Source: an optimization exercise on an open RTL-to-GDS flow (aim: small area and a short achievable clock period). Production flows keep margins and buffers that such runs may drop.
In this exercise RTL edits were held to simulation tests only and were not proved equivalent to the original.

the previous run:
==> flow/design.v <==
package nn_pkg;
  localparam int DW_DEF    = 16;
  localparam int DEPTH_DEF = 64;
  localparam int CW_DEF    = $clog2(DEPTH_DEF) + 1;
  localparam int Q_INT_BITS  = 8;
  localparam int Q_FRAC_BITS = 8;
  typedef enum logic [1:0] {
    IDLE = 2'd0,
    FILL = 2'd1,
    RUN  = 2'd3
  } ld_state_t;
  function automatic logic [6:0] fill_threshold(input logic [5:0] nl);
    fill_threshold = (nl == 6'd0) ? 7'd1 : {1'b0, nl};
  endfunction
endpackage
module nn_sync_fifo #(
  parameter int DW    = 16,
  parameter int DEPTH = 64,
  parameter int CW    = $clog2(DEPTH) + 1
) (
  input  logic          clk,
  input  logic          rst_n,
  input  logic          flush,
  input  logic          wr_en,
  input  logic [DW-1:0] wr_data,
  input  logic          rd_en,
  output logic [DW-1:0] rd_data,
  output logic [CW-1:0] count,
  output logic          full,
  output logic          full_q,
  output logic          empty
);
  localparam int AW = CW - 1;           
  localparam int LW = AW / 2;           
  localparam int HW = AW - LW;          
  localparam int NL = 1 << LW;
  localparam int NH = 1 << HW;
  logic [DW-1:0] body [DEPTH-1];
  logic [DW-1:0] head_reg;
  logic [DW-1:0] head_next;
  logic [DW-1:0] second;
  logic [CW-1:0] count_reg;
  logic [CW-1:0] count_next;
  logic [NL-1:0] sel_lo;                
  logic [NH:0]   sel_hi;                
  logic          do_wr;
  logic          do_rd;
  assign count = {full_q, count_reg[CW-2:0]};
  assign full  = count_reg[CW-1];
  assign do_wr = wr_en && !count_reg[CW-1] && !flush;
  assign do_rd = rd_en && !empty && !flush;
  assign rd_data = head_reg;
  always_ff @(posedge clk) begin
    if (wr_en && !count_reg[CW-1]) begin
      body[0] <= wr_data;
      for (int i = 1; i < DEPTH - 1; i++) begin
        body[i] <= body[i-1];
      end
    end
  end
  logic count_up, count_down;
  assign count_up   = do_wr && !do_rd;
  assign count_down = do_rd && !do_wr;
  logic [CW-1:0] flip_up, flip_down;
  always_comb begin
    flip_up[0]   = 1'b1;
    flip_down[0] = 1'b1;
    for (int i = 1; i < CW; i++) begin
      flip_up[i]   = flip_up[i-1] && count_reg[i-1];
      flip_down[i] = flip_down[i-1] && !count_reg[i-1];
    end
  end
  always_comb begin
    if (flush) begin
      count_next = '0;
    end else begin
      count_next = count_reg ^ ({CW{count_up}} & flip_up) ^ ({CW{count_down}} & flip_down);
    end
  end
  localparam logic [NL-1:0] LO_RST = NL'(1) << (NL - 2);    
  localparam logic [NH:0]   HI_RST = (NH + 1)'(1);
  always_ff @(posedge clk or negedge rst_n) begin
    if (!rst_n) begin
      sel_lo <= LO_RST;
      sel_hi <= HI_RST;
    end else if (flush) begin
      sel_lo <= LO_RST;
      sel_hi <= HI_RST;
    end else if (count_up) begin
      sel_lo <= {sel_lo[NL-2:0], sel_lo[NL-1]};
      if (sel_lo[NL-1]) sel_hi <= {sel_hi[NH-1:0], 1'b0};
    end else if (count_down) begin
      sel_lo <= {sel_lo[0], sel_lo[NL-1:1]};
      if (sel_lo[0]) sel_hi <= {1'b0, sel_hi[NH:1]};
    end
  end
  always_comb begin
    logic [DW-1:0] grp;
    second = '0;
    for (int j = 0; j < NH; j++) begin
      grp = '0;
      for (int k = 0; k < NL; k++) begin
        if (j * NL + k < DEPTH - 1) begin
          grp = grp | ({DW{sel_lo[k]}} & body[j * NL + k]);
        end
      end
      second = second | ({DW{sel_hi[j+1]}} & grp);
    end
  end
  logic one;
  assign empty = sel_hi[0] && sel_lo[NL-2];
  assign one   = sel_hi[0] && sel_lo[NL-1];
  always_comb begin
    if (do_rd) begin
      head_next = second | ((do_wr && one) ? wr_data : '0);
    end else if (do_wr && empty) begin
      head_next = wr_data;
    end else begin
      head_next = head_reg;
    end
  end
  always_ff @(posedge clk or negedge rst_n) begin
    if (!rst_n) begin
      head_reg  <= '0;
      count_reg <= '0;
      full_q    <= 1'b0;
    end else begin
      head_reg  <= flush ? '0 : head_next;
      count_reg <= count_next;
      if (flush || count_down) begin
        full_q <= 1'b0;
      end else if (count_up && (&count_reg[CW-2:0])) begin
        full_q <= 1'b1;
      end
    end
  end
endmodule
module nn_param_loader #(
  parameter int DW    = nn_pkg::DW_DEF,
  parameter int DEPTH = nn_pkg::DEPTH_DEF,
  parameter int CW    = $clog2(DEPTH) + 1
) (
  input  logic          clk,
  input  logic          rst_n,
  input  logic [DW-1:0] s_data,
  input  logic          s_is_bias,
  input  logic          s_valid,
  output logic          s_ready,
  input  logic          run_req,
  input  logic          flush,
  input  logic [5:0]    nl_first,
  input  logic          weight_en,
  input  logic          bias_en,
  input  logic          tot_complete,
  output logic [DW-1:0] wt_in,
  output logic [DW-1:0] bias_in,
  output logic          start,
  output logic          busy,
  output logic [CW-1:0] wt_count,
  output logic [CW-1:0] bias_count,
  output logic          underflow
);
  logic      wt_full, wt_empty, wt_full_q;
  logic      bias_full, bias_empty, bias_full_q;
  logic      wt_push, bias_push;
  logic      fill_done;
  logic      pop_empty;
  nn_pkg::ld_state_t state_reg, state_next;
  logic      start_reg, start_next;
  logic      underflow_reg;
  assign s_ready   = s_is_bias ? !bias_full_q : !wt_full_q;
  assign wt_push   = s_valid && !s_is_bias && !wt_full;
  assign bias_push = s_valid &&  s_is_bias && !bias_full;
  nn_sync_fifo #(.DW(DW), .DEPTH(DEPTH), .CW(CW)) u_wt_fifo (
    .clk     (clk),
    .rst_n   (rst_n),
    .flush   (flush),
    .wr_en   (wt_push),
    .wr_data (s_data),
    .rd_en   (weight_en),
    .rd_data (wt_in),
    .count   (wt_count),
    .full    (wt_full),
    .full_q  (wt_full_q),
    .empty   (wt_empty)
  );
  nn_sync_fifo #(.DW(DW), .DEPTH(DEPTH), .CW(CW)) u_bias_fifo (
    .clk     (clk),
    .rst_n   (rst_n),
    .flush   (flush),
    .wr_en   (bias_push),
    .wr_data (s_data),
    .rd_en   (bias_en),
    .rd_data (bias_in),
    .count   (bias_count),
    .full    (bias_full),
    .full_q  (bias_full_q),
    .empty   (bias_empty)
  );
  assign fill_done = (32'(wt_count)   >= 32'(nn_pkg::fill_threshold(nl_first))) &&
                     (32'(bias_count) >= 32'(nn_pkg::fill_threshold(nl_first)));
  assign pop_empty = (weight_en && wt_empty) || (bias_en && bias_empty);
  always_comb begin
    state_next = state_reg;
    start_next = 1'b0;
    if (flush) begin
      state_next = nn_pkg::IDLE;
    end else begin
      unique case (state_reg)
        nn_pkg::IDLE: if (run_req) state_next = nn_pkg::FILL;
        nn_pkg::FILL: begin
          if (fill_done) begin
            state_next = nn_pkg::RUN;
            start_next = 1'b1;
          end
        end
        nn_pkg::RUN:  if (tot_complete) state_next = nn_pkg::IDLE;
        default: state_next = nn_pkg::IDLE;
      endcase
    end
  end
  always_ff @(posedge clk or negedge rst_n) begin
    if (!rst_n) begin
      state_reg <= nn_pkg::IDLE;
      start_reg <= 1'b0;
    end else begin
      state_reg <= state_next;
      start_reg <= start_next;
    end
  end
  always_ff @(posedge clk or negedge rst_n) begin
    if (!rst_n) begin
      underflow_reg <= 1'b0;
    end else if (flush) begin
      underflow_reg <= 1'b0;
    end else if (pop_empty) begin
      underflow_reg <= 1'b1;
    end
  end
  assign start     = start_reg;
  assign busy      = state_reg[0];
  assign underflow = underflow_reg;
endmodule
==> flow/config.mk <==
export PLATFORM = sky130hd
export DESIGN_NAME = nn_param_loader
export DESIGN_NICKNAME = nn_param_loader
export VERILOG_FILES = /design/flow/design.v
export SDC_FILE = /design/flow/constraint.sdc
export NUM_CORES = 4
export LEC_CHECK = 0
export CAP_MARGIN = 20
export CORE_MARGIN = 2
export CORE_UTILIZATION = 55
export CTS_CLUSTER_DIAMETER = 100
export CTS_CLUSTER_SIZE = 24
export SETUP_SLACK_MARGIN = 3.25
export SLEW_MARGIN = 20
==> flow/constraint.sdc <==
create_clock -name core_clock -period 6.0 [get_ports {clk}]
set_input_delay 1.2000 -clock core_clock [delete_from_list [all_inputs] [get_ports {clk}]]
set_output_delay 1.2000 -clock core_clock [all_outputs]
set_load 0.01 [all_outputs]
standard.sh (not shown) runs the stock make flow with config.mk's settings and CLKGATE_MAP_FILE= SYNTH_SCRIPT=/design/flow/synth_recipe.tcl, a recipe that flattens the netlist after the stock synthesis.
==> flow/flow/run.sh <==
#!/bin/bash
# Standard layout, with one addition: the IO placer keeps the pins of the
# input-to-output path s_is_bias -> s_ready next to each other.
set -euo pipefail
W=$(pwd)
bash standard.sh PRE_IO_PLACEMENT_TCL="$W/flow/pre_io.tcl" finish > "$W/orfs_make.log" 2>&1
==> flow/flow/pre_io.tcl <==
# Place s_is_bias and s_ready side by side: the only path from an input
# straight to an output runs between them.
set_io_pin_constraint -pin_names {s_is_bias s_ready} -group -order
Looking at the reports, the previous run completed the entire flow and the layout it produced met the timing, DRC and antenna checks.
Modified inputs, the current run compared to the previous run
--- a/flow/design.v
+++ b/flow/design.v
@@ -58,27 +58,21 @@
       end
     end
   end
+  always_comb begin
+    count_next = count_reg;
+    if (flush) begin
+      count_next = '0;
+    end else if (do_wr && !do_rd) begin
+      count_next = count_reg + 1'b1;
+    end else if (do_rd && !do_wr) begin
+      count_next = count_reg - 1'b1;
+    end
+  end
+  localparam logic [NL-1:0] LO_RST = NL'(1) << (NL - 2);    
+  localparam logic [NH:0]   HI_RST = (NH + 1)'(1);
   logic count_up, count_down;
   assign count_up   = do_wr && !do_rd;
   assign count_down = do_rd && !do_wr;
-  logic [CW-1:0] flip_up, flip_down;
-  always_comb begin
-    flip_up[0]   = 1'b1;
-    flip_down[0] = 1'b1;
-    for (int i = 1; i < CW; i++) begin
-      flip_up[i]   = flip_up[i-1] && count_reg[i-1];
-      flip_down[i] = flip_down[i-1] && !count_reg[i-1];
-    end
-  end
-  always_comb begin
-    if (flush) begin
-      count_next = '0;
-    end else begin
-      count_next = count_reg ^ ({CW{count_up}} & flip_up) ^ ({CW{count_down}} & flip_down);
-    end
-  end
-  localparam logic [NL-1:0] LO_RST = NL'(1) << (NL - 2);    
-  localparam logic [NH:0]   HI_RST = (NH + 1)'(1);
   always_ff @(posedge clk or negedge rst_n) begin
     if (!rst_n) begin
       sel_lo <= LO_RST;
Findings:
- When the current run is set beside the previous run, its synthesized area turns out to be about 0.37% larger.
- The current run against the previous run: maximum frequency fell about 5%, area growth from synthesis to layout has decreased.
- The register area share after synthesis number comes out lower for the current run vs the previous run.
- Antenna diode instance count was lower in the current run than in the previous run.
- The previous run ended up with s_ready as its capturing instance or port of the critical path; the current run ended up with u_wt_fifo.count_reg[6]$_DFFE_PN0P_.
- In terms of share of cell area taken by flip-flops and latches, the current run and the previous run differ only marginally.

==> afterwards: timing with drivers on the ports <==
In the flow no input, the clock included, has a driving cell. The finished layouts below were timed again as built, in two steps. Step 1 (the two cells are an assumption about what drives the block):
set clk [get_ports {clk}]
set_driving_cell -lib_cell sky130_fd_sc_hd__clkbuf_16 $clk
set_driving_cell -lib_cell sky130_fd_sc_hd__buf_2 [delete_from_list [all_inputs] $clk]
Step 2 adds t to the input delays and takes it off the output delays; t is the mean of the earliest and latest rising clock arrival at the registers after step 1. Input paths then give back, and output paths get back, about the clock's delay inside the block. Slacks: ideal / step 1 / step 2; pairs: ideal / step 1.
| run | t, ns | setup slack, ns | worst setup path at the end | clock arrival spread, ns |
|---|---|---|---|---|
| the previous run | 0.806 | 3.228 / 3.169 / 2.473 | input to register | 0.047 / 0.047 |
| the current run | 0.793 | 3.078 / 3.112 / 2.319 | input to register | 0.030 / 0.030 |
After both steps every run listed still meets setup and hold. For the current run, which loses most, drivers alone change the setup slack by +0.034 ns; drivers and shift together by -0.759 ns.
